Context: an optimization exercise on an open-source flow, tuned for small area and a short achievable clock period. The choices shown serve that exercise and are no tape-out recipe. RTL that was checked went through simulation tests only; none was proved equivalent to the original. Power is estimated from default activity; no workload was simulated.

Setup of job 8661:
## cpu_alu
module cpu_alu #(
    parameter int WIDTH = pkg_cpu_alu::ALU_WIDTH
) (
    input  logic             clk,
    input  logic             rst,
    input  logic             in_valid,
    input  logic [WIDTH-1:0] a,
    input  logic [WIDTH-1:0] b,
    input  logic [3:0]       oper,
    input  logic [3:0]       flags_in,
    output logic             out_valid,
    output logic [WIDTH-1:0] result,
    output logic [3:0]       flags_out
);
For scale: ~110 I/O pins.
clock: 11.0 ns
lec_check: 0
cap_margin: 20
core_margin: 2
core_utilization: 60
setup_slack_margin: 5
slew_margin: 20
synth_hierarchical: 1
standard.sh (not shown) runs the stock make flow with config.mk's settings and CLKGATE_MAP_FILE= SYNTH_SCRIPT=/design/flow/synth_recipe.tcl, a recipe that flattens the netlist after the stock synthesis.
==> flow/flow/run.sh <==
#!/bin/bash
# Standard layout, except that the port buffers are plain buf_2 cells instead of the
# resizer's default choice.
set -e
export BUFFER_PORTS_ARGS="-buffer_cell sky130_fd_sc_hd__buf_2"
bash standard.sh > standard.log 2>&1
Here is what was changed in the inputs of job 5415 compared with job 8661.
Settings: SETUP_SLACK_MARGIN now 3, was 5.
[summary]
- Of job 5415 and job 8661, it is job 5415 that has the lower power.
- Of job 8661 and job 5415, job 8661 shows the higher combinational share of power, with job 5415 below it.
- Between job 8661 and job 5415, the area growth from synthesis to final layout is lower for job 5415.
- Higher static power due to leakage was reported by job 8661, not job 5415.
The following lists how job 2950 was set up differently from job 5415:
Settings: SETUP_SLACK_MARGIN: 3 -> 4.
diff --git a/flow/flow/run.sh b/flow/flow/run.sh
--- a/flow/flow/run.sh
+++ b/flow/flow/run.sh
@@ -3 +3 @@
-# resizer's default choice.
+# resizer's default choice, and non-critical cells are downsized after global routing.
@@ -5,0 +6 @@
+export RECOVER_POWER=100
Results
Job 5415 was carried through to the last stage, and its layout satisfied the timing, DRC and antenna checks. Ran to the end and failed final checks on max-capacitance violations, max-slew violations: job 2950. Re sequential share of layout area: job 2950 is 0.45 points down on job 5415. Job 2950 against job 5415: cell count picked up an extra about 5%; final-layout clock buffer total moved down; worst setup margin shows a reduction of 960 ps. Diff job 5415 -> job 2950 | iteration-0 DRC count of the detailed router | up by more than half. The power in job 2950 sits 15% above the value recorded for job 5415.
Changes in job 4921 relative to job 2950:
Settings: setting TNS_END_PERCENT to 0 for the first time; changing SETUP_SLACK_MARGIN from 4 to 3.5.
diff --git a/flow/flow/run.sh b/flow/flow/run.sh
--- a/flow/flow/run.sh
+++ b/flow/flow/run.sh
@@ -3 +3 @@
-# resizer's default choice, and non-critical cells are downsized after global routing.
+# resizer's default choice.
@@ -6 +5,0 @@
-export RECOVER_POWER=100
### Flow results
- Job 4921: flow completed, timing, DRC and antenna clean
- Job 2950 ran in full, but the layout does not pass; the checks complain about max-capacitance violations, max-slew violations.
- Between job 4921 and job 2950, the maximum clock frequency is lower for job 2950.
- Going from job 2950 to job 4921, instance area after placement now sits lower, design area now sits lower, reported net switching power now sits lower, part of the power in combinational logic now sits lower, number of distinct library cell variants in the gate-level netlist after synthesis now sits at about the same level.
- Looking only at worst-path maximum fanout, and setting everything else aside, the lower value of job 4921 and job 2950 goes to job 2950.
- Wire length on met3 ends up higher on job 2950.
- Comparing job 4921 and job 2950, the lower count of buffers not belonging to the clock network in the layout was measured on job 4921.
- Job 2950 → job 4921: total routed wirelength lower, area growth from synthesis to final layout now smaller.

* * *

== garnet ==
cpu_alu, a different RTL version from the one above (not shown whole).
Size in the first run: ~2,300 cells after synthesis, roughly 110 I/O pins.
==> flow/config.mk <==
export PLATFORM = sky130hd
export DESIGN_NAME = cpu_alu
export DESIGN_NICKNAME = cpu_alu
export VERILOG_FILES = /design/flow/design.v
export SDC_FILE = /design/flow/constraint.sdc
export NUM_CORES = 4
export LEC_CHECK = 0
export CAP_MARGIN = 20
export CORE_MARGIN = 2
export CORE_UTILIZATION = 60
export SETUP_SLACK_MARGIN = 3
export SLEW_MARGIN = 20
export SYNTH_HIERARCHICAL = 1
==> flow/constraint.sdc <==
create_clock -name core_clock -period 11.0 [get_ports {clk}]
set_input_delay 2.2000 -clock core_clock [delete_from_list [all_inputs] [get_ports {clk}]]
set_output_delay 2.2000 -clock core_clock [all_outputs]
set_load 0.01 [all_outputs]
run.sh (not shown) runs the stock make flow with config.mk's settings and CLKGATE_MAP_FILE= SYNTH_SCRIPT=/design/flow/synth_recipe.tcl, a recipe that flattens the netlist after the stock synthesis.
Stock flow here: none of the scripts above is used.
garnet ended with every stage complete and zero timing, DRC or antenna violations.
> inputs changed (garnet -> pepper)
Settings: setting ABC_AREA to 1 for the first time.
==> comparison <==
Hold slack ended up 5.5 ps lower on pepper than on garnet. From garnet to pepper the numbers moved as follows: post-route cell area increased by about 5.6% relative to the old numbers; die outline area increased by 4400 um2 relative to the old numbers; layout inverter count without the clock tree increased by 218 relative to the old numbers. Die span in y: pepper > garnet. For synthesized cell count, dividing the value from pepper by the value from garnet gives 1.8. pepper vs garnet: part of the power in combinational logic down.
Relative to pepper, the following input files were edited for zinc:
Settings: removing ABC_AREA (formerly 1); changing CORE_UTILIZATION from 60 to 40.
==> comparison <==
Run comparison: pepper most common library cell in the layout ignoring fill and taps sky130_fd_sc_hd__nand2_1; zinc most common library cell in the layout ignoring fill and taps sky130_fd_sc_hd__xnor2_1. zinc leaves less setup margin than pepper. Internal power consumption (zinc over pepper): increase, about 34%. Lower final-layout non-clock buffer area share among pepper and zinc: pepper. Compared with pepper, in zinc fraction of the mapped netlist area in simple logic gates now sits lower, clock period minus final worst setup slack now sits higher, part of the cycle the worst path needs now sits higher.
No run of this note included a check of the RTL's function; only the layout flow was run.

* * *

== the baseline ==
Another version of the RTL of cpu_alu (not shown whole).
For scale: roughly 2400 cells after synthesis, about 110 I/O pins, roughly 21000 um^2 of cells after synthesis.
Design cpu_alu, start of the top module:
module cpu_alu #(
    parameter int WIDTH = pkg_cpu_alu::ALU_WIDTH
) (
    input  logic             clk,
    input  logic             rst,
    input  logic             in_valid,
    input  logic [WIDTH-1:0] a,
    input  logic [WIDTH-1:0] b,
    input  logic [3:0]       oper,
    input  logic [3:0]       flags_in,
    output logic             out_valid,
    output logic [WIDTH-1:0] result,
    output logic [3:0]       flags_out
);
Settings: LEC_CHECK=0, CAP_MARGIN=20, CORE_MARGIN=2, CORE_UTILIZATION=40, SLEW_MARGIN=20, SYNTH_HIERARCHICAL=1; clock period 11.0 ns.
diff inputs: the baseline => the candidate
--- a/flow/config.mk
+++ b/flow/config.mk
@@ -12 +11,0 @@
-export SYNTH_HIERARCHICAL = 1
In the candidate, achievable clock frequency is lower than in the baseline. The candidate reports a higher total global routing track utilization than the baseline does. The candidate against the baseline: slew of the pin with the lowest slew margin fell by 0.064 ns, share of final layout cell area taken by clock buffers and inverters stayed essentially flat, number of global-route vias before repair rose by 2386.
Function was not checked in any run of this note: the RTL went through the layout flow alone.

* * *

cpu_alu, a different RTL version from the one above (not shown whole).
For scale: roughly 2400 cells after synthesis, ~36 flip-flops, about 110 I/O pins.
// cpu_alu
module cpu_alu #(
    parameter int WIDTH = pkg_cpu_alu::ALU_WIDTH
) (
    input  logic             clk,
    input  logic             rst,
    input  logic             in_valid,
    input  logic [WIDTH-1:0] a,
    input  logic [WIDTH-1:0] b,
    input  logic [3:0]       oper,
    input  logic [3:0]       flags_in,
    output logic             out_valid,
    output logic [WIDTH-1:0] result,
    output logic [3:0]       flags_out
);
    logic             w_mul;
    logic             w_arith;
    logic             w_rsb;
    logic             w_invb;
    logic [WIDTH-1:0] w_add_x;
    logic [WIDTH-1:0] w_add_y;
    logic             w_add_cin;
    logic [WIDTH-1:0] w_row0;
    logic [WIDTH-1:0] w_row1;
    logic [WIDTH-1:0] w_cpa_xn;
    logic [WIDTH-1:0] w_cpa_yn;
    logic [WIDTH-1:0] w_sum;
    logic             w_cout;
    logic             w_c31;
    logic             w_sum_zero;
    logic             w_add_v;
    logic [WIDTH-1:0] w_sh_result;
    logic             w_sh_c;
    logic [WIDTH-1:0] w_other;
    logic [WIDTH-1:0] w_result;
    logic [3:0]       w_flags;
    logic [15:0]      bone;
    logic [15:0]      btwo;
    logic [15:0]      bneg;
    logic             r_valid;
    logic [WIDTH-1:0] r_result;
  ...
export LEC_CHECK = 0
export CAP_MARGIN = 20
export CORE_MARGIN = 2
export CORE_UTILIZATION = 60
export SETUP_SLACK_MARGIN = 3.4
export SLEW_MARGIN = 20
export SYNTH_HIERARCHICAL = 1
create_clock -name core_clock -period 11.0 [get_ports {clk}]
standard.sh (not shown) runs the stock make flow with config.mk's settings and CLKGATE_MAP_FILE= SYNTH_SCRIPT=/design/flow/synth_recipe.tcl, a recipe that flattens the netlist after the stock synthesis.
==> flow/flow/run.sh <==
#!/bin/bash
# Standard layout, except that the port buffers are plain buf_2 cells instead of the
# resizer's default choice.
set -e
export BUFFER_PORTS_ARGS="-buffer_cell sky130_fd_sc_hd__buf_2"
bash standard.sh > standard.log 2>&1
Then changed:
SETUP_SLACK_MARGIN = 3   (was 3.4)
Outcome:
- global-route usage drops by 0.50 points
- total power fell by 7.5%
- via count shrinks by 2.8%
- non-clock buffer count falls by 56
- sequential power hardly moves
- flip-flop and latch count is unchanged
- cell area falls by 4.1%
- count of clock-buffer cells in the layout is unchanged
Function was not checked in any run of this note: the RTL went through the layout flow alone.

* * *

== JK ==
Another version of the RTL of cpu_alu (not shown whole).
Size in the first run: about 2100 cells after synthesis, about 110 I/O pins, about 19000 sq um of cells after synthesis.
export LEC_CHECK = 0
export CAP_MARGIN = 20
export CORE_MARGIN = 2
export CORE_UTILIZATION = 65
export SETUP_SLACK_MARGIN = 3.5
export SLEW_MARGIN = 20
export SYNTH_HIERARCHICAL = 1
create_clock -name core_clock -period 11.0 [get_ports {clk}]
Scripts as last shown in full above: flow/flow/run.sh
Here is what was changed in the inputs of MS compared with JK.
# JK
export LEC_CHECK = 0
export CAP_MARGIN = 20
export CORE_MARGIN = 2
export CORE_UTILIZATION = 65
export SETUP_SLACK_MARGIN = 3.5
export SLEW_MARGIN = 20
export SYNTH_HIERARCHICAL = 1
create_clock -name core_clock -period 11.0 [get_ports {clk}]
# MS
export LEC_CHECK = 0
export CAP_MARGIN = 20
export CORE_MARGIN = 2
export CORE_UTILIZATION = 65
export SETUP_SLACK_MARGIN = 3.3
export SLEW_MARGIN = 20
export SYNTH_HIERARCHICAL = 1
create_clock -name core_clock -period 11.0 [get_ports {clk}]
[summary]
Cell internal power dissipation: MS vs JK down about 3.3%. Side by side, layout-stage area growth over the synthesis result turned out lower in MS than in JK. From JK to MS the numbers moved as follows: fraction of power consumed by the clock network was more or less identical, design area shrank by 840 sq um, sequential share of layout area roughly the same, total via count after detailed routing fell about 2.3%.
Function was not checked in any run of this note: the RTL went through the layout flow alone.

==> separate check: timing with driven ports <==
The results above use ideal ports. As a check the final layouts listed here were re-extracted and re-timed, cells and wires unchanged. Step 1, drivers: a clkbuf_16 drives clk and a buf_2 each remaining input, both assumed. Step 2 times the ports against the registers' clock, not the clock port: input delays grow and output delays shrink by t, the midpoint of the rising clock arrivals with the driver on. Three values: ideal ports, drivers, drivers and shift; two values: the first two.
run | t (ns) | setup slack, ns | worst register clock-pin slew, ns
job 8661 | 0.336 | 3.490 / 3.445 / 3.110 | 0.06 / 0.06
job 5415 | 0.333 | 3.117 / 3.137 / 2.805 | 0.06 / 0.06
job 2950 | 0.328 | 2.161 / 2.081 / 1.753 | 0.06 / 0.06
job 4921 | 0.333 | 3.481 / 3.480 / 3.147 | 0.06 / 0.06
garnet | 0.327 | 2.986 / 2.948 / 2.621 | 0.06 / 0.06
pepper | 0.321 | 3.144 / 3.158 / 2.837 | 0.06 / 0.06
zinc | 0.339 | 3.055 / 2.908 / 2.569 | 0.07 / 0.07
the baseline | 0.306 | 0.879 / 0.884 / 0.578 | 0.06 / 0.06
the candidate | 0.297 | 0.729 / 0.728 / 0.431 | 0.05 / 0.05
the first run of note 4 | 0.307 | 3.437 / 3.446 / 3.139 | 0.06 / 0.06
the second run of note 4 | 0.307 | 3.185 / 3.197 / 2.890 | 0.06 / 0.06
JK | 0.352 | 3.407 / 3.404 / 3.052 | 0.08 / 0.08
MS | 0.333 | 3.354 / 3.376 / 3.043 | 0.07 / 0.07
The setup slack of zinc, which loses most, moves by -0.147 ns with the drivers and by -0.486 ns with both steps.
